What follows belongs to an exercise in optimizing a design on an open flow for small area, a short achievable clock period and few clock cycles; a production flow would make more cautious choices.
Where RTL was checked, it was by simulation tests only, not by an equivalence proof against the original.
The RTL of runs 1 and 2 was laid out without a check of its function.

==> flow/design.v <==
package mtt_pkg;
    localparam logic [1:0] KIND_OTHER = 2'd0;
    localparam logic [1:0] KIND_NOTE  = 2'd1;
    localparam logic [1:0] KIND_CC    = 2'd2;
    localparam logic [6:0] PEDAL_CONTROLLER = 7'd64;
    localparam logic [6:0] PEDAL_PRESSED    = 7'd127;
    localparam logic [1:0] USE_IGNORED = 2'd0;
    localparam logic [1:0] USE_FIRST   = 2'd1;
    localparam logic [1:0] USE_NOTE    = 2'd2;
    localparam logic [1:0] USE_PEDAL   = 2'd3;
    localparam logic [2:0] REG_MIN_GAP     = 3'd0;
    localparam logic [2:0] REG_LOWER       = 3'd1;
    localparam logic [2:0] REG_UPPER       = 3'd2;
    localparam logic [2:0] REG_NOTE_LIMIT  = 3'd3;
    localparam logic [2:0] REG_PEDAL_LIMIT = 3'd4;
    typedef struct packed {
        logic start;
        logic busy;
        logic done;
    } div_ctl_t;
endpackage
module mtt_div #(
    parameter int DB = 16,
    parameter int B  = 4
) (
    input  logic [DB-1:0] r_in,
    input  logic [B-1:0]  bits,
    input  logic [DB-1:0] divisor,
    output logic [B-1:0]  q,
    output logic [DB-1:0] r_out
);
    always_comb
    begin
        logic [DB-1:0] r;
        logic [DB:0]   s, diff;
        r = r_in;
        for (int i = B - 1; i >= 0; i--)
        begin
            s    = {r, bits[i]};
            diff = s - {1'b0, divisor};
            q[i] = !diff[DB];
            r    = diff[DB] ? s[DB-1:0] : diff[DB-1:0];
        end
        r_out = r;
    end
endmodule
module midi_tempo_tracker #(
    parameter int TIME_BITS      = 24,
    parameter int COUNT_BITS     = 16,
    parameter int FOLD_MIN_COUNT = 8
) (
    input  logic                  clk,
    input  logic                  rst_n,
    input  logic                  in_valid,
    output logic                  in_stall,
    input  logic [1:0]            event_kind,
    input  logic [6:0]            controller,
    input  logic [6:0]            ctrl_value,
    input  logic [TIME_BITS-1:0]  delta_time,
    output logic                  out_valid,
    input  logic                  out_stall,
    output logic [TIME_BITS-1:0]  note_period,
    output logic [TIME_BITS-1:0]  pedal_period,
    output logic [COUNT_BITS-1:0] note_count,
    output logic [1:0]            event_use,
    input  logic                  cfg_valid,
    output logic                  cfg_ready,
    input  logic [2:0]            cfg_index,
    input  logic [23:0]           cfg_data
);
    localparam int TB = 24;
    localparam int CB = 16;
    localparam int SB = 40;
    localparam int PW = 36;                  
    localparam int NB = 3;                   
    localparam int NC = (SB + NB - 1) / NB;  
    localparam int QC = TB / NB;             
    localparam int XW = CB + NB;             
    localparam int KW = 27;                  
    localparam logic [TB-1:0] TMAX = {TB{1'b1}};
    localparam logic [CB-1:0] CMAX = {CB{1'b1}};
    localparam logic [SB-1:0] SMAX = {SB{1'b1}};
    localparam logic [2:0] S_IDLE = 3'd0;
    localparam logic [2:0] S_D    = 3'd1;   
    localparam logic [2:0] S_P    = 3'd2;   
    localparam logic [2:0] S_S0   = 3'd3;   
    localparam logic [2:0] S_SK   = 3'd4;   
    localparam logic [2:0] S_SF   = 3'd5;   
    localparam logic [2:0] S_PP   = 3'd6;   
    logic [2:0] st_reg;
    logic [TB-1:0] min_gap_reg;
    logic [11:0]   lo_reg, hi_reg;
    logic [7:0]    nlim_reg, plim_reg;
    logic          ib_valid_reg, ib_note_reg, ib_pedal_reg;
    logic [TB-1:0] ib_delta_reg;
    logic          fnote_reg, fpedal_reg;
    logic [TB-1:0] ngap_reg, pgap_reg;
    logic [SB-1:0] ntot_reg, ptot_reg;
    logic [CB-1:0] nent_reg, pent_reg;
    logic [TB-1:0] rec0_reg, rec1_reg, rec2_reg, half_reg;
    logic [TB-1:0] nmean_reg, pmean_reg;      
    logic [CB-1:0] nrem_reg, prem_reg;        
    logic          nbig_reg, pbig_reg;        
    logic [7:0]    nmiss_reg, pmiss_reg;
    logic [PW-1:0] nlo_reg, nhi_reg, plo_reg, phi_reg;   
    logic          kd_reg;        
    logic          fchk_reg;      
    logic          tadd_reg;      
    logic [TB-1:0] v_reg;         
    logic [XW-1:0] x_reg;         
    logic          xbad_reg;
    logic [NB-1:0] qc_reg;
    logic [3:0]    j_reg;
    logic          pfirst_reg;
    logic          dirty_n_reg, dirty_p_reg;
    logic          ov_reg;
    logic          owe_reg;       
    logic [1:0]    use_reg;
    logic [TB:0]   nsum_w, psum_w, hsum_w;
    logic [TB-1:0] nsum, psum, hsum;
    assign nsum_w = {1'b0, ngap_reg} + {1'b0, ib_delta_reg};
    assign psum_w = {1'b0, pgap_reg} + {1'b0, ib_delta_reg};
    assign nsum   = fnote_reg ? ngap_reg : (nsum_w[TB] ? TMAX : nsum_w[TB-1:0]);
    assign psum   = fpedal_reg ? pgap_reg : (psum_w[TB] ? TMAX : psum_w[TB-1:0]);
    assign hsum_w = {1'b0, half_reg} + {1'b0, nsum};
    assign hsum   = hsum_w[TB] ? TMAX : hsum_w[TB-1:0];
    logic [TB-1:0]   d;
    logic [PW-9:0]   wlo, whi;
    logic            whz;
    logic            w1, w2, nempty, pempty, empty, direct;
    assign d      = ib_note_reg ? nsum : psum;
    assign wlo    = ib_note_reg ? nlo_reg[PW-1:8] : plo_reg[PW-1:8];
    assign whi    = ib_note_reg ? nhi_reg[PW-1:8] : phi_reg[PW-1:8];
    assign whz    = ib_note_reg ? (nhi_reg[7:0] != '0) : (phi_reg[7:0] != '0);
    assign w1     = ((PW-8)'(d) > wlo) && ({(PW-8)'(d), 1'b0} < {whi, whz});
    assign w2     = ((PW-8)'({d, 1'b0}) > wlo) && ({(PW-8)'({d, 1'b0}), 1'b0} < {whi, whz});
    assign nempty = (nent_reg == '0);
    assign pempty = (pent_reg == '0);
    assign empty  = ib_note_reg ? nempty : pempty;
    assign direct = empty || w1;
    logic c_fn, c_fp, c_jn, c_jp;
    logic n_push, n_half, p_push;
    assign c_fn   = fnote_reg && ib_note_reg;
    assign c_fp   = !c_fn && fpedal_reg && ib_pedal_reg;
    assign c_jn   = !c_fn && !c_fp && ib_note_reg && (nsum > min_gap_reg);
    assign c_jp   = !c_fn && !c_fp && ib_pedal_reg;
    assign n_push = c_jn && (direct || (w2 && half_reg != '0));
    assign n_half = c_jn && !direct && w2 && (half_reg == '0);
    assign p_push = c_jp && direct;
    logic [TB-1:0] v;
    logic [CB-1:0] csel, csum;
    logic [KW-1:0] ksel, xfast;
    logic          fastok;
    assign v      = (ib_note_reg && !direct) ? hsum : d;
    assign csel   = ib_note_reg ? nent_reg : pent_reg;
    assign csum   = (csel == CMAX) ? CMAX : csel + 1'b1;
    assign ksel   = ib_note_reg ?
                    KW'(nrem_reg) + (KW'(nent_reg) << 2) + KW'(4) - KW'(nmean_reg) :
                    KW'(prem_reg) + (KW'(pent_reg) << 2) + KW'(4) - KW'(pmean_reg);
    assign xfast  = ksel + KW'(v);
    assign fastok = !(ib_note_reg ? nbig_reg : pbig_reg) && (csel != '0) && (csel != CMAX);
    logic [7:0] miss_sel;
    logic [8:0] miss_inc;
    assign miss_sel = ib_note_reg ? nmiss_reg : pmiss_reg;
    assign miss_inc = {1'b0, miss_sel} + 9'd1;
    logic [SB-1:0] tk;
    logic [CB-1:0] ck;
    logic [TB-1:0] qk;
    logic          bk;
    logic [PW-1:0] plk, phk;
    assign tk  = kd_reg ? ptot_reg : ntot_reg;
    assign ck  = kd_reg ? pent_reg : nent_reg;
    assign qk  = kd_reg ? pmean_reg : nmean_reg;
    assign bk  = kd_reg ? pbig_reg : nbig_reg;
    assign plk = kd_reg ? plo_reg : nlo_reg;
    assign phk = kd_reg ? phi_reg : nhi_reg;
    logic          fold_sub;
    logic [SB:0]   ta_w;
    logic [SB-1:0] ta;
    assign fold_sub = (st_reg == S_P) || (st_reg == S_SF) || (st_reg == S_PP);
    assign ta_w = fold_sub ? {1'b0, ntot_reg} - {{(SB-TB+1){1'b0}}, rec0_reg}
                           : {1'b0, tk} + {{(SB-TB+1){1'b0}}, (tadd_reg ? v_reg : '0)};
    assign ta   = fold_sub ? (ta_w[SB] ? '0 : ta_w[SB-1:0])
                           : (ta_w[SB] ? SMAX : ta_w[SB-1:0]);
    logic [NB-1:0] dq;
    logic [CB-1:0] dr;
    mtt_div #(.DB(CB), .B(NB)) u_div (
        .r_in(x_reg[XW-1:NB]), .bits(x_reg[NB-1:0]), .divisor(ck),
        .q(dq), .r_out(dr));
    logic dbad;
    assign dbad = xbad_reg || (x_reg[XW-1:NB] >= ck);
    logic [SB+NB-1:0] tpad;
    logic [3:0]       ttop;
    logic [NB-1:0]    tnib_next, tnib_top;
    assign tpad = {{NB{1'b0}}, ta};
    always_comb
    begin
        tnib_next = '0;
        ttop      = '0;
        for (int i = 0; i < NC; i++)
        begin
            if (4'(i) + 4'd1 == j_reg)
                tnib_next = tpad[NB*i +: NB];
            if (tpad[NB*i +: NB] != '0)
                ttop = 4'(i);
        end
        tnib_top = '0;
        for (int i = 0; i < NC; i++)
            if (4'(i) == ttop)
                tnib_top = tpad[NB*i +: NB];
    end
    logic [PW-1:0]        pbase_l, pbase_h, plnext, phnext;
    logic signed [NB:0]   m4;
    logic signed [NB+12:0] lprod, hprod;
    logic [NB-1:0]        qnib;
    always_comb
    begin
        qnib = '0;
        for (int i = 0; i < QC; i++)
            if (4'(i) == j_reg)
                qnib = qk[NB*i +: NB];
        if (st_reg == S_P)
        begin
            m4      = {~qc_reg[NB-1], ~qc_reg[NB-1], qc_reg[NB-2:0]};
            pbase_l = plk;
            pbase_h = phk;
        end
        else if (st_reg == S_PP)
        begin
            m4      = {1'b0, qnib};
            pbase_l = pfirst_reg ? '0 : plk << NB;
            pbase_h = pfirst_reg ? '0 : phk << NB;
        end
        else
        begin
            m4      = {1'b0, qk[NB-1:0]};
            pbase_l = plk << NB;
            pbase_h = phk << NB;
        end
    end
    assign lprod  = $signed({1'b0, lo_reg}) * m4;
    assign hprod  = $signed({1'b0, hi_reg}) * m4;
    assign plnext = pbase_l + {{(PW-NB-13){lprod[NB+12]}}, lprod};
    assign phnext = pbase_h + {{(PW-NB-13){hprod[NB+12]}}, hprod};
    logic fold;
    assign fold = !kd_reg && fchk_reg && (nent_reg > CB'(FOLD_MIN_COUNT)) &&
                  ((PW-5)'(pmean_reg) > plnext[PW-1:5]) &&
                  ({(PW-5)'(pmean_reg), 1'b0} < {phnext[PW-1:5], (phnext[4:0] != '0)});
    logic [TB:0] fsum_w;
    assign fsum_w = {1'b0, nent_reg[0] ? rec2_reg : rec0_reg} + {1'b0, rec1_reg};
    logic [TB-1:0] qadd;
    assign qadd = qk + {{(TB-NB-1){m4[NB]}}, m4};
    logic consume, take;
    assign consume   = (st_reg == S_IDLE) && !dirty_n_reg && !dirty_p_reg &&
                       !(ov_reg && out_stall);
    assign in_stall  = ib_valid_reg && !consume;
    assign take      = in_valid && !in_stall;
    assign cfg_ready = 1'b1;
    assign out_valid = ov_reg;
    logic go;
    assign go = consume && ib_valid_reg;
    always_ff @(posedge clk)
    begin
        if (take)
        begin
            ib_note_reg  <= (event_kind == mtt_pkg::KIND_NOTE);
            ib_pedal_reg <= (event_kind == mtt_pkg::KIND_CC) &&
                            (controller == mtt_pkg::PEDAL_CONTROLLER) &&
                            (ctrl_value == mtt_pkg::PEDAL_PRESSED);
            ib_delta_reg <= delta_time;
        end
        if (go && (n_push || p_push))
        begin
            v_reg    <= v;
            x_reg    <= xfast[XW-1:0];
            xbad_reg <= (xfast[KW-1:XW] != '0);
        end
        case (st_reg)
            S_D:
                qc_reg <= dq;
            S_S0:
            begin
                x_reg <= {{CB{1'b0}}, tnib_top};
                j_reg <= ttop;
            end
            S_SK:
            begin
                x_reg <= {dr, tnib_next};
                j_reg <= j_reg - 4'd1;
            end
            S_SF:
                j_reg <= 4'(QC - 1);
            S_PP:
                j_reg <= j_reg - 4'd1;
            default:
                if (dirty_n_reg || dirty_p_reg)
                    j_reg <= 4'(QC - 1);
        endcase
    end
    always_ff @(posedge clk or negedge rst_n)
    begin
        if (!rst_n)
        begin
            st_reg       <= S_IDLE;
            min_gap_reg  <= '0;
            lo_reg       <= 12'd205;
            hi_reg       <= 12'd307;
            nlim_reg     <= 8'd10;
            plim_reg     <= 8'd2;
            ib_valid_reg <= 1'b0;
            fnote_reg    <= 1'b1;
            fpedal_reg   <= 1'b1;
            ngap_reg     <= '0;
            pgap_reg     <= '0;
            ntot_reg     <= '0;
            ptot_reg     <= '0;
            nent_reg     <= '0;
            pent_reg     <= '0;
            rec0_reg     <= '0;
            rec1_reg     <= '0;
            rec2_reg     <= '0;
            half_reg     <= '0;
            nmean_reg    <= '0;
            pmean_reg    <= '0;
            nrem_reg     <= '0;
            prem_reg     <= '0;
            nbig_reg     <= 1'b0;
            pbig_reg     <= 1'b0;
            nmiss_reg    <= '0;
            pmiss_reg    <= '0;
            nlo_reg      <= '0;
            nhi_reg      <= '0;
            plo_reg      <= '0;
            phi_reg      <= '0;
            kd_reg       <= 1'b0;
            fchk_reg     <= 1'b0;
            tadd_reg     <= 1'b0;
            pfirst_reg   <= 1'b0;
            dirty_n_reg  <= 1'b0;
            dirty_p_reg  <= 1'b0;
            ov_reg       <= 1'b0;
            owe_reg      <= 1'b0;
            use_reg      <= mtt_pkg::USE_IGNORED;
        end
        else
        begin
            if (ov_reg && !out_stall)
                ov_reg <= 1'b0;
            if (take)
                ib_valid_reg <= 1'b1;
            else if (go)
                ib_valid_reg <= 1'b0;
            case (st_reg)
                S_IDLE:
                begin
                    if (go)
                    begin
                        ov_reg <= 1'b1;
                        if (c_fn)
                        begin
                            fnote_reg <= 1'b0;
                            use_reg   <= mtt_pkg::USE_FIRST;
                        end
                        else if (c_fp)
                        begin
                            fpedal_reg <= 1'b0;
                            use_reg    <= mtt_pkg::USE_FIRST;
                        end
                        else
                        begin
                            ngap_reg <= nsum;
                            pgap_reg <= psum;
                            use_reg  <= mtt_pkg::USE_IGNORED;
                            if (c_jn)
                            begin
                                ngap_reg <= '0;
                                use_reg  <= mtt_pkg::USE_NOTE;
                                if (n_push)
                                begin
                                    rec2_reg  <= rec1_reg;
                                    rec1_reg  <= rec0_reg;
                                    rec0_reg  <= v;
                                    nent_reg  <= csum;
                                    nmiss_reg <= '0;
                                    if (!direct)
                                        half_reg <= '0;
                                end
                                else if (n_half)
                                    half_reg <= nsum;
                                else if (miss_inc > {1'b0, nlim_reg})
                                begin
                                    nent_reg  <= '0;
                                    ntot_reg  <= '0;
                                    nmean_reg <= '0;
                                    nrem_reg  <= '0;
                                    nbig_reg  <= 1'b0;
                                    nlo_reg   <= '0;
                                    nhi_reg   <= '0;
                                    nmiss_reg <= '0;
                                end
                                else
                                    nmiss_reg <= miss_inc[7:0];
                            end
                            else if (c_jp)
                            begin
                                pgap_reg <= '0;
                                use_reg  <= mtt_pkg::USE_PEDAL;
                                if (p_push)
                                begin
                                    pent_reg  <= csum;
                                    pmiss_reg <= '0;
                                end
                                else if (miss_inc > {1'b0, plim_reg})
                                begin
                                    pent_reg  <= '0;
                                    ptot_reg  <= '0;
                                    pmean_reg <= '0;
                                    prem_reg  <= '0;
                                    pbig_reg  <= 1'b0;
                                    plo_reg   <= '0;
                                    phi_reg   <= '0;
                                    pmiss_reg <= '0;
                                end
                                else
                                    pmiss_reg <= miss_inc[7:0];
                            end
                        end
                        if (n_push || p_push)
                        begin
                            ov_reg   <= 1'b0;
                            owe_reg  <= 1'b1;
                            kd_reg   <= c_jp;
                            fchk_reg <= c_jn && direct;
                            tadd_reg <= 1'b1;
                            st_reg   <= fastok ? S_D : S_S0;
                        end
                    end
                    else if (dirty_n_reg)
                    begin
                        dirty_n_reg <= 1'b0;
                        kd_reg      <= 1'b0;
                        fchk_reg    <= 1'b0;
                        pfirst_reg  <= 1'b1;
                        st_reg      <= S_PP;
                    end
                    else if (dirty_p_reg)
                    begin
                        dirty_p_reg <= 1'b0;
                        kd_reg      <= 1'b1;
                        fchk_reg    <= 1'b0;
                        pfirst_reg  <= 1'b1;
                        st_reg      <= S_PP;
                    end
                end
                S_D:
                begin
                    if (kd_reg)
                        ptot_reg <= ta;
                    else
                        ntot_reg <= ta;
                    tadd_reg <= 1'b0;
                    if (dbad)
                        st_reg <= S_S0;
                    else
                    begin
                        if (kd_reg)
                            prem_reg <= dr;
                        else
                            nrem_reg <= dr;
                        st_reg <= S_P;
                    end
                end
                S_S0:
                begin
                    if (kd_reg)
                    begin
                        ptot_reg  <= ta;
                        pmean_reg <= '0;
                        pbig_reg  <= 1'b0;
                        plo_reg   <= '0;
                        phi_reg   <= '0;
                    end
                    else
                    begin
                        ntot_reg  <= ta;
                        nmean_reg <= '0;
                        nbig_reg  <= 1'b0;
                        nlo_reg   <= '0;
                        nhi_reg   <= '0;
                    end
                    tadd_reg <= 1'b0;
                    st_reg   <= S_SK;
                end
                S_SK:
                begin
                    if (kd_reg)
                    begin
                        pmean_reg <= {pmean_reg[TB-NB-1:0], dq};
                        pbig_reg  <= pbig_reg || (pmean_reg[TB-1:TB-NB] != '0);
                        plo_reg   <= plnext;
                        phi_reg   <= phnext;
                    end
                    else
                    begin
                        nmean_reg <= {nmean_reg[TB-NB-1:0], dq};
                        nbig_reg  <= nbig_reg || (nmean_reg[TB-1:TB-NB] != '0);
                        nlo_reg   <= plnext;
                        nhi_reg   <= phnext;
                    end
                    if (j_reg == '0)
                    begin
                        if (kd_reg)
                            prem_reg <= dr;
                        else
                            nrem_reg <= dr;
                        st_reg <= S_SF;
                    end
                end
                default:    
                begin
                    if (kd_reg)
                    begin
                        plo_reg <= plnext;
                        phi_reg <= phnext;
                    end
                    else
                    begin
                        nlo_reg <= plnext;
                        nhi_reg <= phnext;
                    end
                    if (st_reg == S_P)
                    begin
                        if (kd_reg)
                            pmean_reg <= qadd;
                        else
                            nmean_reg <= qadd;
                    end
                    pfirst_reg <= 1'b0;
                    if (st_reg == S_SF && bk)
                    begin
                        pfirst_reg <= 1'b1;
                        st_reg     <= S_PP;
                    end
                    else if (st_reg == S_PP && j_reg != '0)
                        ;
                    else if (fold)
                    begin
                        if (nent_reg[0])
                            ntot_reg <= ta;
                        rec0_reg <= fsum_w[TB] ? TMAX : fsum_w[TB-1:0];
                        rec1_reg <= '0;
                        rec2_reg <= '0;
                        nent_reg <= nent_reg >> 1;
                        fchk_reg <= 1'b0;
                        st_reg   <= S_S0;
                    end
                    else
                    begin
                        st_reg  <= S_IDLE;
                        ov_reg  <= owe_reg;
                        owe_reg <= 1'b0;
                    end
                end
            endcase
            if (cfg_valid)
            begin
                case (cfg_index)
                    mtt_pkg::REG_MIN_GAP:     min_gap_reg <= TB'(cfg_data);
                    mtt_pkg::REG_LOWER:       lo_reg      <= cfg_data[11:0];
                    mtt_pkg::REG_UPPER:       hi_reg      <= cfg_data[11:0];
                    mtt_pkg::REG_NOTE_LIMIT:  nlim_reg    <= cfg_data[7:0];
                    mtt_pkg::REG_PEDAL_LIMIT: plim_reg    <= cfg_data[7:0];
                    default: ;
                endcase
                if (cfg_index == mtt_pkg::REG_LOWER || cfg_index == mtt_pkg::REG_UPPER)
                begin
                    dirty_n_reg <= 1'b1;
                    dirty_p_reg <= 1'b1;
                    st_reg      <= S_IDLE;
                end
            end
        end
    end
    assign note_period  = nmean_reg;
    assign pedal_period = pmean_reg;
    assign note_count   = nent_reg;
    assign event_use    = use_reg;
endmodule
==> flow/run.sh <==
#!/bin/bash
# synth_recipe.tcl (not shown) runs the flow's synth.tcl, then flattens the netlist and writes it again
# the make line also repeats each setting of config.mk as NAME=value (left out here)
make -C /OpenROAD-flow-scripts/flow DESIGN_CONFIG=/design/flow/config.mk WORK_HOME=/design/flow/orfs CLKGATE_MAP_FILE= SYNTH_SCRIPT=/design/flow/synth_recipe.tcl finish
==> flow/config.mk <==
export PLATFORM = sky130hd
export DESIGN_NAME = midi_tempo_tracker
export DESIGN_NICKNAME = midi_tempo_tracker
export VERILOG_FILES = /design/flow/design.v
export SDC_FILE = /design/flow/constraint.sdc
export NUM_CORES = 4
export LEC_CHECK = 0
export CAP_MARGIN = 20
export CORE_MARGIN = 2
export CORE_UTILIZATION = 40
export SLEW_MARGIN = 20
==> flow/constraint.sdc <==
create_clock -name core_clock -period 10.0 [get_ports {clk}]
set_input_delay 2.0000 -clock core_clock [delete_from_list [all_inputs] [get_ports {clk}]]
set_output_delay 2.0000 -clock core_clock [all_outputs]
set_load 0.01 [all_outputs]
==> results of run 1 <==
[kinds of logic after synthesis]
family	after synthesis	share of synthesized area, %
compound gates	2134	22.9
simple gates	2121	16.9
xor+xnor	343	5.03
buf+inv	722	4.71
mux	334	5.94
fa+ha+maj	732	16.4
other cells	1	0.00627
flops	655	28.1
[metrics by stage]
stage          utilization, %  hold slack (ns)
2_1_floorplan               -            0.442
3_3_place_gp             46.2            0.457
3_5_place_dp             46.2            0.466
4_1_cts                  48.8            0.479
5_1_grt                  49.7            0.503
6_report                 49.7            0.476
[layer usage]
metal  GRT usage, %  up-vias  routed length (um)
met5              0        -                   0
li1               -    27000                   -
met1           38.9    28300               98200
met3           4.30      441               16000
met4           12.5        0               10300
met2           45.7     2087              102000
[layout make-up]
class / count / area, um^2 / area share [%]
Clock buffer: 122 / 2450 / 3.33
Sequential cell: 655 / 16800 / 22.8
Multi-Input combinational cell: 5666 / 42000 / 57.1
Clock inverter: 32 / 308 / 0.419
Timing Repair Buffer: 932 / 8020 / 10.9
Tap cell: 1930 / 2410 / 3.28
Inverter: 414 / 1570 / 2.14
Antenna cell: 1 / 2.50 / 0.00340
[critical path, delay by kind of cell, from the launching register on]
family          cells  cell delay, ns
flops               1            0.45
buf+inv             7            0.86
compound gates     25            3.68
xor+xnor            2            0.30
fa+ha+maj           7            2.47
simple gates       13            2.48
[placed cells by master (no fill, tap or decap), types with 25 or more instances in the layout]
master           instances
nand3_1                124
dfrtp_1                562
xnor2_1                223
a21oi_2                 34
o21ai_1                 74
a21o_1                 184
clkdlybuf4s50_1        138
nand4_1                 73
nor2b_1                 63
o21ai_0                533
buf_4                  713
edfxtp_1                77
fa_1                    77
a22oi_1                 33
clkbuf_16               87
a31oi_1                 51
inv_1                  397
a211oi_1                46
ha_1                   631
mux2_2                 111
mux2i_1                186
buf_6                   41
nand2_1                824
nor2_1                 362
and3_1                  38
nor3_1                 139
o31ai_1                 75
a22o_1                  34
a21oi_1                393
o21bai_1                47
nand2b_1               118
o22ai_1                128
nor4_1                  37
o211ai_1                47
or3_1                   52
buf_12                  25
o21a_1                  59
xor2_1                 117
and2_1                 111
[repair_timing]
item	4_1_cts	5_1_grt
pin swaps	80	90
gates cloned	9	2
gates resized for setup	123	212
buffers inserted	50	40
setup endpoints to repair	148	185
[worst max path at each step]
stage / from / end / cells after the start
2_1_floorplan: kd_reg / rec0_reg[17] / 57
3_3_place_gp: j_reg[0] / rec0_reg[7] / 51
3_5_place_dp: j_reg[1] / nent_reg[14] / 49
4_1_cts: j_reg[1] / rec0_reg[3] / 54
5_1_grt: j_reg[1] / rec0_reg[12] / 56
6_report: j_reg[1] / ntot_reg[17] / 54
==> qor.yml, run 1 <==
status:
  status: "complete, but fails checks"
  violations: "setup timing"
sta:
  min_period_ns: 10.33
  slew_headroom_pct: 19.4
  rsz0062_at_grt: "true"
  final_max_slew_viol_count: 0
  hold_violations: 0
  skew_ns: 0.0269
  fin_setup_tns_ns: -31.64
  post-route-period-util_pct: 103
  finalSetupViolCount: 128
  setup_slack_ns: -0.334
  worst_pin_slew_ns: 1.20
  clock.fmax_mhz: 96.8
grt:
  grt_pass1_vias: 55700
  grt_pass1_wl_um: 339000
  grt_usage_pct: 28.8
  antenna_found_initial: 6
  overflow: 0
  grt_max_degree: 149
logic_synthesis:
  synth.area.top_cells: "dfrtp_1, ha_1, nand2_1, o21ai_0, edfxtp_1"
  synth_area_leader_cell: "dfrtp_1"
  ys_types: 125
  ys_ff_latch: 655
  synth_top_area_share_pct: 23.6
  synth_ff_type: "dfrtp_1"
  synth-seq-area-share_pct: 28.1
  synth_edf_count: 77
  synth_area_um2: 59800
  yosysMostFrequentCell: "nand2_1"
  yosysWarnings: 2
  synth_cells: 7042
  synth.avg_cell_area_um2: 8.49
  synth_fp_nets: 7846
  synthArstFlopShare_pct: 88.2
  ys_top_cells_by_count: "nand2_1, ha_1, o21ai_0"
clocking:
  root_buffer: "clkbuf_16"
  cts_buffers: 82
  path_clk_slew_ns: 0.06
  htreeDepth: 3
  cts_sinks: 655
  cts.path.max_buffers: 3
  clock_latency_ns: 0.70
  tritoncts: "yes"
  hold_buffers: 0
detailed_routing:
  vias_per_cell: 5.93
  wirelength_um: 226000
  dr.pass1.iters: 6
  drtIter0Drc: 5493
  route.detailed.drc: 0
  wire_per_inst_um: 23.2
  vias: 57900
  ant_nets: 0
place:
  io_buffer_count: 139
  placed_cell_area_um2: 68400
  placed_cells: 9501
  place.gp.congestion: 0.973
  dp_slack_ns: -0.737
  dp_hpwl_um: 174000
final_layout:
  fill_cells: 14000
  fin_cells: 9752
  layout-area-overhead-vs-synth_pct: 23.0
  finalInstanceArea_um2: 73500
  drive_above_1_share_pct: 18.4
  final_nets: 8555
worst_hold_path:
  hold_path.class: "flip-flop to flip-flop"
  hold_end: "plo_reg[0]"
  hold_start: "plo_reg[0]"
  min_path_cells: 2
die:
  die_w_um: 391
  dieArea_um2: 153000
  rows: 141
  die_y_um: 391
  initial_core_util_pct: 40.4
  coreArea_um2: 148000
  ios: 141
worst_setup_path:
  path_common_cell: "a21oi_2"
  cpPeakStageDelay_ns: 0.54
  crit_type: "flip-flop to flip-flop"
  regToRegEndpoint: "ntot_reg[17]"
  slowest_stage: "fa_2"
  worstPathArrival_ns: 10.95
  path_max_fanout: 6
  crit_path_start_kind: "flip-flop"
  worstReg2RegStart: "j_reg[1]"
  reg2reg_slack_ns: -0.33
  ff2ff_path_depth: 54
  crit_required_ns: 10.62
  crit_path_end_kind: "flip-flop"
job:
  drv_cap: 0
==> run 2: changes to the inputs <==
--- a/flow/design.v
+++ b/flow/design.v
@@ -79,2 +79,4 @@
     localparam int KW = 27;                  
+    localparam int OL = NB - 1;              
+    localparam int JW = $clog2(NC + 1);      
     localparam logic [TB-1:0] TMAX = {TB{1'b1}};
@@ -89,2 +91,3 @@
     localparam logic [2:0] S_PP   = 3'd6;   
+    localparam logic [2:0] S_F    = 3'd7;   
     logic [2:0] st_reg;
@@ -111,4 +114,5 @@
     logic          xbad_reg;
-    logic [NB-1:0] qc_reg;
-    logic [3:0]    j_reg;
+    logic signed [NB:0] m_reg;    
+    logic [CB-1:0] cdiv_reg;      
+    logic [JW-1:0] j_reg;
     logic          pfirst_reg;
@@ -156,5 +160,4 @@
     assign csum   = (csel == CMAX) ? CMAX : csel + 1'b1;
-    assign ksel   = ib_note_reg ?
-                    KW'(nrem_reg) + (KW'(nent_reg) << 2) + KW'(4) - KW'(nmean_reg) :
-                    KW'(prem_reg) + (KW'(pent_reg) << 2) + KW'(4) - KW'(pmean_reg);
+    assign ksel   = KW'(ib_note_reg ? nrem_reg : prem_reg) + (KW'(csel) << OL) +
+                    KW'(1 << OL) - KW'(ib_note_reg ? nmean_reg : pmean_reg);
     assign xfast  = ksel + KW'(v);
@@ -179,3 +182,3 @@
     logic [SB-1:0] ta;
-    assign fold_sub = (st_reg == S_P) || (st_reg == S_SF) || (st_reg == S_PP);
+    assign fold_sub = (st_reg == S_F);
     assign ta_w = fold_sub ? {1'b0, ntot_reg} - {{(SB-TB+1){1'b0}}, rec0_reg}
@@ -187,8 +190,8 @@
     mtt_div #(.DB(CB), .B(NB)) u_div (
-        .r_in(x_reg[XW-1:NB]), .bits(x_reg[NB-1:0]), .divisor(ck),
+        .r_in(x_reg[XW-1:NB]), .bits(x_reg[NB-1:0]), .divisor(cdiv_reg),
         .q(dq), .r_out(dr));
     logic dbad;
-    assign dbad = xbad_reg || (x_reg[XW-1:NB] >= ck);
+    assign dbad = xbad_reg || (x_reg[XW-1:NB] >= cdiv_reg);
     logic [SB+NB-1:0] tpad;
-    logic [3:0]       ttop;
+    logic [JW-1:0]    ttop;
     logic [NB-1:0]    tnib_next, tnib_top;
@@ -201,6 +204,6 @@
         begin
-            if (4'(i) + 4'd1 == j_reg)
+            if (JW'(i) + JW'(1) == j_reg)
                 tnib_next = tpad[NB*i +: NB];
             if (tpad[NB*i +: NB] != '0)
-                ttop = 4'(i);
+                ttop = JW'(i);
         end
@@ -208,9 +211,8 @@
         for (int i = 0; i < NC; i++)
-            if (4'(i) == ttop)
+            if (JW'(i) == ttop)
                 tnib_top = tpad[NB*i +: NB];
     end
-    logic [PW-1:0]        pbase_l, pbase_h, plnext, phnext;
-    logic signed [NB:0]   m4;
+    logic [PW-1:0]         pbase_l, pbase_h, plnext, phnext;
     logic signed [NB+12:0] lprod, hprod;
-    logic [NB-1:0]        qnib;
+    logic [NB-1:0]         qnib;
     always_comb
@@ -219,3 +221,3 @@
         for (int i = 0; i < QC; i++)
-            if (4'(i) == j_reg)
+            if (JW'(i) + JW'(1) == j_reg)
                 qnib = qk[NB*i +: NB];
@@ -223,3 +225,2 @@
         begin
-            m4      = {~qc_reg[NB-1], ~qc_reg[NB-1], qc_reg[NB-2:0]};
             pbase_l = plk;
@@ -227,11 +228,4 @@
         end
-        else if (st_reg == S_PP)
-        begin
-            m4      = {1'b0, qnib};
-            pbase_l = pfirst_reg ? '0 : plk << NB;
-            pbase_h = pfirst_reg ? '0 : phk << NB;
-        end
         else
         begin
-            m4      = {1'b0, qk[NB-1:0]};
             pbase_l = plk << NB;
@@ -240,4 +234,4 @@
     end
-    assign lprod  = $signed({1'b0, lo_reg}) * m4;
-    assign hprod  = $signed({1'b0, hi_reg}) * m4;
+    assign lprod  = $signed({1'b0, lo_reg}) * m_reg;
+    assign hprod  = $signed({1'b0, hi_reg}) * m_reg;
     assign plnext = pbase_l + {{(PW-NB-13){lprod[NB+12]}}, lprod};
@@ -251,3 +245,3 @@
     logic [TB-1:0] qadd;
-    assign qadd = qk + {{(TB-NB-1){m4[NB]}}, m4};
+    assign qadd = qk + {{(TB-NB-1){m_reg[NB]}}, m_reg};
     logic consume, take;
@@ -261,2 +255,5 @@
     assign go = consume && ib_valid_reg;
+    logic prod_done;    
+    assign prod_done = (st_reg == S_P) || (st_reg == S_SF && !bk) ||
+                       (st_reg == S_PP && !pfirst_reg && j_reg == '0);
     always_ff @(posedge clk)
@@ -271,11 +268,16 @@
         end
-        if (go && (n_push || p_push))
-        begin
-            v_reg    <= v;
-            x_reg    <= xfast[XW-1:0];
-            xbad_reg <= (xfast[KW-1:XW] != '0);
-        end
         case (st_reg)
+            S_IDLE:
+            begin
+                if (go)
+                begin
+                    v_reg    <= v;
+                    x_reg    <= xfast[XW-1:0];
+                    xbad_reg <= (xfast[KW-1:XW] != '0);
+                    cdiv_reg <= csum;
+                end
+                j_reg <= JW'(QC);
+            end
             S_D:
-                qc_reg <= dq;
+                m_reg <= {~dq[NB-1], ~dq[NB-1], dq[NB-2:0]};
             S_S0:
@@ -284,2 +286,3 @@
                 j_reg <= ttop;
+                m_reg <= '0;
             end
@@ -288,11 +291,15 @@
                 x_reg <= {dr, tnib_next};
-                j_reg <= j_reg - 4'd1;
+                j_reg <= j_reg - JW'(1);
+                m_reg <= {1'b0, dq};
             end
             S_SF:
-                j_reg <= 4'(QC - 1);
+                j_reg <= JW'(QC);
             S_PP:
-                j_reg <= j_reg - 4'd1;
-            default:
-                if (dirty_n_reg || dirty_p_reg)
-                    j_reg <= 4'(QC - 1);
+            begin
+                j_reg <= j_reg - JW'(1);
+                m_reg <= {1'b0, qnib};
+            end
+            S_F:
+                cdiv_reg <= nent_reg >> 1;
+            default: ;
         endcase
@@ -518,2 +525,13 @@
                 end
+                S_F:
+                begin
+                    if (nent_reg[0])
+                        ntot_reg <= ta;
+                    rec0_reg <= fsum_w[TB] ? TMAX : fsum_w[TB-1:0];
+                    rec1_reg <= '0;
+                    rec2_reg <= '0;
+                    nent_reg <= nent_reg >> 1;
+                    fchk_reg <= 1'b0;
+                    st_reg   <= S_S0;
+                end
                 default:    
@@ -522,4 +540,4 @@
                     begin
-                        plo_reg <= plnext;
-                        phi_reg <= phnext;
+                        plo_reg <= (pfirst_reg) ? '0 : plnext;
+                        phi_reg <= (pfirst_reg) ? '0 : phnext;
                     end
@@ -527,4 +545,4 @@
                     begin
-                        nlo_reg <= plnext;
-                        nhi_reg <= phnext;
+                        nlo_reg <= (pfirst_reg) ? '0 : plnext;
+                        nhi_reg <= (pfirst_reg) ? '0 : phnext;
                     end
@@ -543,20 +561,12 @@
                     end
-                    else if (st_reg == S_PP && j_reg != '0)
-                        ;
-                    else if (fold)
-                    begin
-                        if (nent_reg[0])
-                            ntot_reg <= ta;
-                        rec0_reg <= fsum_w[TB] ? TMAX : fsum_w[TB-1:0];
-                        rec1_reg <= '0;
-                        rec2_reg <= '0;
-                        nent_reg <= nent_reg >> 1;
-                        fchk_reg <= 1'b0;
-                        st_reg   <= S_S0;
-                    end
-                    else
+                    else if (prod_done)
                     begin
-                        st_reg  <= S_IDLE;
-                        ov_reg  <= owe_reg;
-                        owe_reg <= 1'b0;
+                        if (fold)
+                            st_reg <= S_F;
+                        else
+                        begin
+                            st_reg  <= S_IDLE;
+                            ov_reg  <= owe_reg;
+                            owe_reg <= 1'b0;
+                        end
                     end
==> run 2 against run 1 <==
Effect of this change:
- now clean on timing, DRC and antenna
- global-route usage is 1.5 points lower
- maximum frequency is 9.1% higher
- critical path depth is 10 lower
- setup slack better by 0.86 ns
- clock skew is 0.017 ns higher
- register-to-register slack better by 0.86 ns
- area after synthesis is 0.31% lower
- routed wire length is 6.3% lower
- sequential cell count is 17 higher
- highest routed layer is now met5
==> qor.yml, run 2 <==
status:
  status: "no timing/DRC/antenna violations"  # was complete, but fails checks
grt:
  overflow: 0  # unchanged
  grt_pass1_wl_um: 322000  # was 339000 um
  grt_usage_pct: 27.4  # was 28.8%
  grt_max_degree: 148  # was 149
  grt_pass1_vias: 52000  # was 55700
  antenna_found_initial: 6  # unchanged
worst_setup_path:
  crit_path_end_kind: "flip-flop"  # unchanged
  crit_path_start_kind: "flip-flop"  # unchanged
  path_max_fanout: 20  # was 6
  slowest_stage: "edfxtp_1"  # was fa_2
  reg2reg_slack_ns: 0.53  # was -0.33 ns
  crit_type: "flip-flop to flip-flop"  # unchanged
  cpPeakStageDelay_ns: 0.57  # was 0.54 ns
  crit_required_ns: 10.61  # was 10.62 ns
  worstPathArrival_ns: 10.08  # was 10.95 ns
  crit_start: "m_reg[2]"  # was j_reg[1]
  worstReg2RegStart: "m_reg[2]"  # was j_reg[1]
logic_synthesis:
  synth_ff_type: "dfrtp_1"  # unchanged
  synth-simple-area-share_pct: 15.6  # was 16.9%
  synthMuxAreaShare_pct: 10.4  # was 5.94%
  synth_top_family_by_area: "compound AO/OA/AOI/OAI gates"  # unchanged
  synthAdderAreaFrac_pct: 15.4  # was 16.4%
  synth_area_um2: 59600  # was 59800 um^2
  synth_top_area_share_pct: 23.6  # about the same
  synth.area.top_cells: "dfrtp_1, ha_1, mux2_2, edfxtp_1, a21oi_1"  # was dfrtp_1, ha_1, nand2_1, o21ai_0, edfxtp_1
  synth_fp_nets: 7394  # was 7846
  yosysMostFrequentCell: "ha_1"  # was nand2_1
  synth-seq-area-share_pct: 29.0  # was 28.1%
  ys_top_cells_by_count: "ha_1, nand2_1, dfrtp_1"  # was nand2_1, ha_1, o21ai_0
  synth_xor_area_share_pct: 4.66  # was 5.03%
  synth.avg_cell_area_um2: 8.99  # was 8.49 um^2
  synth_cells: 6631  # was 7042
  yosysWarnings: 2  # unchanged
  ys_ff_latch: 672  # was 655
  synthArstFlopShare_pct: 86.0  # was 88.2%
  ys_types: 110  # was 125
  synth_area_leader_cell: "dfrtp_1"  # unchanged
  synth_compound_area_share_pct: 20.9  # was 22.9%
  synth_edf_count: 94  # was 77
die:
  die_y_um: 390  # was 391 um
  ios: 141  # unchanged
  dieArea_um2: 152000  # was 153000 um^2
  rows: 141  # unchanged
  die_w_um: 390  # was 391 um
  coreArea_um2: 148000  # about the same
  initial_core_util_pct: 40.3  # was 40.4%
detailed_routing:
  vias_per_cell: 6.00  # was 5.93
  wirelength_um: 212000  # was 226000 um
  drtIter0Drc: 4907  # was 5493
  wire_per_inst_um: 23.8  # was 23.2 um
  ant_nets: 0  # unchanged
  vias: 53500  # was 57900
  dr.pass1.iters: 7  # was 6
  route.detailed.drc: 0  # unchanged
clocking:
  cts_sinks: 672  # was 655
  cts_buffers: 87  # was 82
  tritoncts: "yes"  # unchanged
  clock_latency_ns: 0.74  # was 0.70 ns
  root_buffer: "clkbuf_16"  # unchanged
  htreeDepth: 3  # unchanged
  cts.path.max_buffers: 3  # unchanged
  path_clk_slew_ns: 0.06  # about the same
sta:
  clock.fmax_mhz: 106  # was 96.8 MHz
  post-route-period-util_pct: 94.7  # was 103%
  fin_setup_tns_ns: 0  # was -31.64 ns
  min_period_ns: 9.47  # was 10.33 ns
  finalSetupViolCount: 0  # was 128
  timing.hold.ws_ns: 0.464  # was 0.476 ns
  worst_pin_slew_ns: 1.10  # was 1.20 ns
  slew_headroom_pct: 26.5  # was 19.4%
  skew_ns: 0.0436  # was 0.0269 ns
  hold_violations: 0  # unchanged
  final_max_slew_viol_count: 0  # unchanged
job:
  drv_cap: 0  # unchanged
worst_hold_path:
  hold_path.class: "flip-flop to flip-flop"  # unchanged
  hold_start: "rec2_reg[7]"  # was plo_reg[0]
place:
  dp_hpwl_um: 163000  # was 174000 um
  io_buffer_count: 139  # unchanged
  place.gp.congestion: 0.969  # was 0.973
final_layout:
  final_nets: 7674  # was 8555
  mostFrequentLayoutCells: "ha_1, nand2_1, dfrtp_1"  # was nand2_1, buf_4, ha_1
  drive_above_1_share_pct: 14.4  # was 18.4%
  final_common_cell: "ha_1"  # was nand2_1
  final_util_pct: 46.3  # was 49.7%
  layout-area-overhead-vs-synth_pct: 14.9  # was 23.0%
[run 2: cell types whose count changed after synthesis, moves of 36 or more]
cell      before  now
nand2_1      841  572
o21ai_0      599  424
a22o_1        34   82
nand2b_1     119   83
mux2i_1      200  161
mux2_2       124  275
o22ai_1      149   51
nor2_1       375  505
mux4_2         2   66
inv_1        407  330
[run 2: timing repair]
item | 4_1_cts | 5_1_grt
pin swaps | 0 | 17
endpoints found under the setup margin | 4 | 57
hold endpoints to repair | 0 | 0
gates resized for setup | 4 | 76
setup buffers | 0 | 3
hold buffers | 0 | 0
[run 2: final timing paths]
path / to / depth (start not counted)
setup / recovery: ov_reg / 44
hold / removal: rec2_reg[7] / 2
setup reg to reg: ov_reg / 44
hold reg to reg: rec2_reg[7] / 2
max in group asynchronous: ib_valid_reg / 3
min in group asynchronous: lo_reg[8] / 1
[run 2: layout make-up]
class,count,area (um^2)
fill,14200,79400
multi-input combinational,5334,40400
sequential,672,17300
timing repair buffer,481,4100
clock buffer,116,2490
tap,1930,2410
inverter,335,1260
clock inverter,45,524
antenna,2,5.00
[run 2: routing by layer]
| metal | vias to the layer above | track usage (%) | routed length (um) |
|---|---|---|---|
| met2 | 1932 | 43.8 | 95900 |
| met5 | - | 0 | 42 |
| li1 | 25000 | - | - |
| met4 | 6 | 9.88 | 8400 |
| met3 | 361 | 4.04 | 14400 |
| met1 | 26200 | 37.4 | 93500 |
[run 2: stage by stage]
| stage | instance area (um^2) | cells | setup slack [ns] |
|---|---|---|---|
| finish | 68500 | 8915 | 0.530 |
| global route | 68500 | 8913 | -0.0840 |
| CTS | 68100 | 8910 | 0.0130 |
| detailed placement | 65100 | 8749 | -0.134 |
| global placement | 65100 | 8749 | 0.0386 |
| floorplan | 59600 | 6631 | 0.0525 |
[run 2: cells by family after synthesis]
| group | count (synthesis) |
|---|---|
| and+or+nand+nor | 1949 |
| AOI/OAI and AO/OA | 1875 |
| adders and majority gates | 691 |
| DFF | 672 |
| buffers and inverters | 625 |
| muxes | 502 |
| xor gates and xnor gates | 316 |
| other | 1 |
[run 2: worst max-delay path: cells and delay by family, from the launching register on]
family / cells / cell delay [ns]
DFF: 1 / 0.57
xor gates and xnor gates: 1 / 0.25
buffers and inverters: 4 / 0.76
and+or+nand+nor: 8 / 1.03
adders and majority gates: 6 / 2.30
AOI/OAI and AO/OA: 25 / 4.43
==> run 3: changes to the inputs <==
--- a/flow/design.v
+++ b/flow/design.v
@@ -234,4 +234,7 @@
     end
-    assign lprod  = $signed({1'b0, lo_reg}) * m_reg;
-    assign hprod  = $signed({1'b0, hi_reg}) * m_reg;
+    logic signed [12:0] lo_s, hi_s;
+    assign lo_s   = {1'b0, lo_reg};
+    assign hi_s   = {1'b0, hi_reg};
+    assign lprod  = lo_s * m_reg;
+    assign hprod  = hi_s * m_reg;
     assign plnext = pbase_l + {{(PW-NB-13){lprod[NB+12]}}, lprod};
==> run 3 against run 2 <==
Effect of this change:
- still clean on timing, DRC and antenna
- global-route usage is the same
- utilization stayed put
- setup slack unchanged
- die area unchanged
- hold slack unchanged
- sequential cell count unchanged
- non-clock buffer count is the same
- cell area is the same
==> qor.yml, run 3 <==
status:
  status: "no timing/DRC/antenna violations"  # unchanged
sta:
  skew_ns: 0.0436  # unchanged
  hold_violations: 0  # unchanged
  finalSetupViolCount: 0  # unchanged
  final_max_slew_viol_count: 0  # unchanged
  min_period_ns: 9.47  # unchanged
  setup_slack_ns: 0.530  # unchanged
  worst_pin_slew_ns: 1.10  # unchanged
  post-route-period-util_pct: 94.7  # unchanged
  clock.fmax_mhz: 106  # unchanged
  slew_headroom_pct: 26.5  # unchanged
worst_setup_path:
  crit_path_start_kind: "flip-flop"  # unchanged
  regToRegEndpoint: "ov_reg"  # unchanged
  worstReg2RegStart: "m_reg[2]"  # unchanged
  path_max_fanout: 20  # unchanged
  crit_start: "m_reg[2]"  # unchanged
  crit_path_end_kind: "flip-flop"  # unchanged
  reg2reg_slack_ns: 0.53  # about the same
  worstPathArrival_ns: 10.08  # about the same
  ff2ff_path_depth: 44  # unchanged
  crit_required_ns: 10.61  # about the same
  endpoint: "ov_reg"  # unchanged
  crit_type: "flip-flop to flip-flop"  # unchanged
  cpPeakStageDelay_ns: 0.57  # about the same
  slowest_stage: "edfxtp_1"  # unchanged
logic_synthesis:
  synth_area_leader_cell: "dfrtp_1"  # unchanged
  synth.avg_cell_area_um2: 8.99  # unchanged
  synth_area_um2: 59600  # unchanged
  ys_types: 110  # unchanged
  synthArstFlopShare_pct: 86.0  # unchanged
  synth_edf_count: 94  # unchanged
  yosysMostFrequentCell: "ha_1"  # unchanged
  synth.area.top_cells: "dfrtp_1, ha_1, mux2_2, edfxtp_1, a21oi_1"  # unchanged
  ys_top_cells_by_count: "ha_1, nand2_1, dfrtp_1"  # unchanged
  synth_ff_type: "dfrtp_1"  # unchanged
  synth_cells: 6631  # unchanged
  synth_fp_nets: 7394  # unchanged
  synth_top_area_share_pct: 23.6  # unchanged
  synth-seq-area-share_pct: 29.0  # unchanged
  yosysWarnings: 2  # unchanged
  ys_ff_latch: 672  # unchanged
clocking:
  cts_sinks: 672  # unchanged
  root_buffer: "clkbuf_16"  # unchanged
  path_clk_slew_ns: 0.06  # about the same
  tritoncts: "yes"  # unchanged
  cts.path.max_buffers: 3  # unchanged
  clock_latency_ns: 0.74  # about the same
  hold_buffers: 0  # unchanged
  cts_buffers: 87  # unchanged
  htreeDepth: 3  # unchanged
die:
  coreArea_um2: 148000  # unchanged
  dieArea_um2: 152000  # unchanged
  die_w_um: 390  # unchanged
  initial_core_util_pct: 40.3  # unchanged
  ios: 141  # unchanged
  rows: 141  # unchanged
  die_y_um: 390  # unchanged
detailed_routing:
  dr.pass1.iters: 7  # unchanged
  wirelength_um: 212000  # unchanged
  vias_per_cell: 6.00  # unchanged
  vias: 53500  # unchanged
  route.detailed.drc: 0  # unchanged
  drtIter0Drc: 4907  # unchanged
  wire_per_inst_um: 23.8  # unchanged
  ant_nets: 0  # unchanged
job:
  drv_cap: 0  # unchanged
place:
  placed_cell_area_um2: 65100  # unchanged
  io_buffer_count: 139  # unchanged
  dp_hpwl_um: 163000  # unchanged
  placed_cells: 8749  # unchanged
  dp_slack_ns: -0.134  # unchanged
  place.gp.congestion: 0.969  # unchanged
grt:
  grt_pass1_vias: 52000  # unchanged
  grt_max_degree: 148  # unchanged
  antenna_found_initial: 6  # unchanged
  overflow: 0  # unchanged
  grt_pass1_wl_um: 322000  # unchanged
  grt_usage_pct: 27.4  # unchanged
final_layout:
  mostFrequentLayoutCells: "ha_1, nand2_1, dfrtp_1"  # unchanged
  final_nets: 7674  # unchanged
  finalInstanceArea_um2: 68500  # unchanged
  layout-area-overhead-vs-synth_pct: 14.9  # unchanged
  final_common_cell: "ha_1"  # unchanged
  fin_cells: 8915  # unchanged
  drive_above_1_share_pct: 14.4  # unchanged
worst_hold_path:
  hold_path.class: "flip-flop to flip-flop"  # unchanged
-- run 3: worst min path at each step --
stage,startpoint,end,slack [ns],cells past startpoint
global placement,rec2_reg[0],rec2_reg[0],0.45,2
CTS,rec2_reg[6],rec2_reg[6],0.47,2
finish,rec2_reg[7],rec2_reg[7],0.46,2
floorplan,rec2_reg[0],rec2_reg[0],0.43,2
detailed placement,rec2_reg[14],rec2_reg[14],0.46,2
global route,rec2_reg[6],rec2_reg[6],0.50,2
-- run 3: per-layer routing --
metal / global-route usage [%] / up-vias / share of wire, %
li1: - / 25000 / -
met1: 37.4 / 26200 / 44
met2: 43.8 / 1932 / 45
met3: 4.04 / 361 / 6.8
met4: 9.88 / 6 / 4.0
met5: 0 / - / 0.020
-- run 3: cell type report --
cell class	count	area, um^2
fill	14200	79400
multi-input combinational	5334	40400
sequential	672	17300
timing repair buffer	481	4100
clock buffer	116	2490
tap	1930	2410
inverter	335	1260
clock inverter	45	524
antenna	2	5.00
-- run 3: through the flow --
stage	util [%]	hold WS, ns	setup TNS [ns]
2_1_floorplan	-	0.433	0
3_3_place_gp	44.0	0.447	0
3_5_place_dp	44.1	0.457	-0.466
4_1_cts	46.1	0.469	0
5_1_grt	46.3	0.496	-0.240
6_report	46.3	0.464	0
-- run 3: worst max-delay path: cells and delay by family (launching register included) --
kind / cells / cell delay (ns)
AO/OA/AOI/OAI: 25 / 4.43
adder cells (fa/ha/maj): 6 / 2.30
AND/OR/NAND/NOR: 8 / 1.03
buffers and inverters: 4 / 0.76
flip-flops: 1 / 0.57
XOR/XNOR: 1 / 0.25
-- run 3: kinds of logic after synthesis --
| kind of cell | synth area share, % |
|---|---|
| buf+inv | 4.01 |
| fa+ha+maj | 15.4 |
| compound gates | 20.9 |
| flops | 29.0 |
| mux | 10.4 |
| xor+xnor | 4.66 |
| simple gates | 15.6 |
| other cells | 0.00629 |
-- run 3: timing repair --
action / in CTS / in global routing
pin swaps: 0 / 17
gates cloned: 0 / 0
gates resized for setup: 4 / 76
setup buffers: 0 / 3
endpoints found under the setup margin: 4 / 57
hold endpoints to repair: 0 / 0
Testbench counts of run 3, summed over its fixed seeds: cycles 10,749.

[port drivers added, routing unchanged]
The results above use ideal ports. As a check the final layouts listed here were re-extracted and re-timed, cells and wires unchanged.
Step 1 assumes that a clkbuf_16 drives the clock port and a buf_2 every other input.
Step 2 times the ports against the registers' clock, not the clock port: input delays grow and output delays shrink by t, the midpoint of the rising clock arrivals with the driver on.
Three values: ideal ports, drivers, drivers and shift; two values: the first two.
| run | shift t [ns] | slack for setup (ns) | worst data-port slew with drivers (ns) | pins driven straight from the clock port |
|---|---|---|---|---|
| run 1 | 0.773 | -0.334 / -0.334 / -0.334 | 0.06 | 1 |
| run 2 | 0.791 | 0.530 / 0.530 / 0.530 | 0.05 | 1 |
| run 3 | 0.791 | 0.530 / 0.530 / 0.530 | 0.05 | 1 |
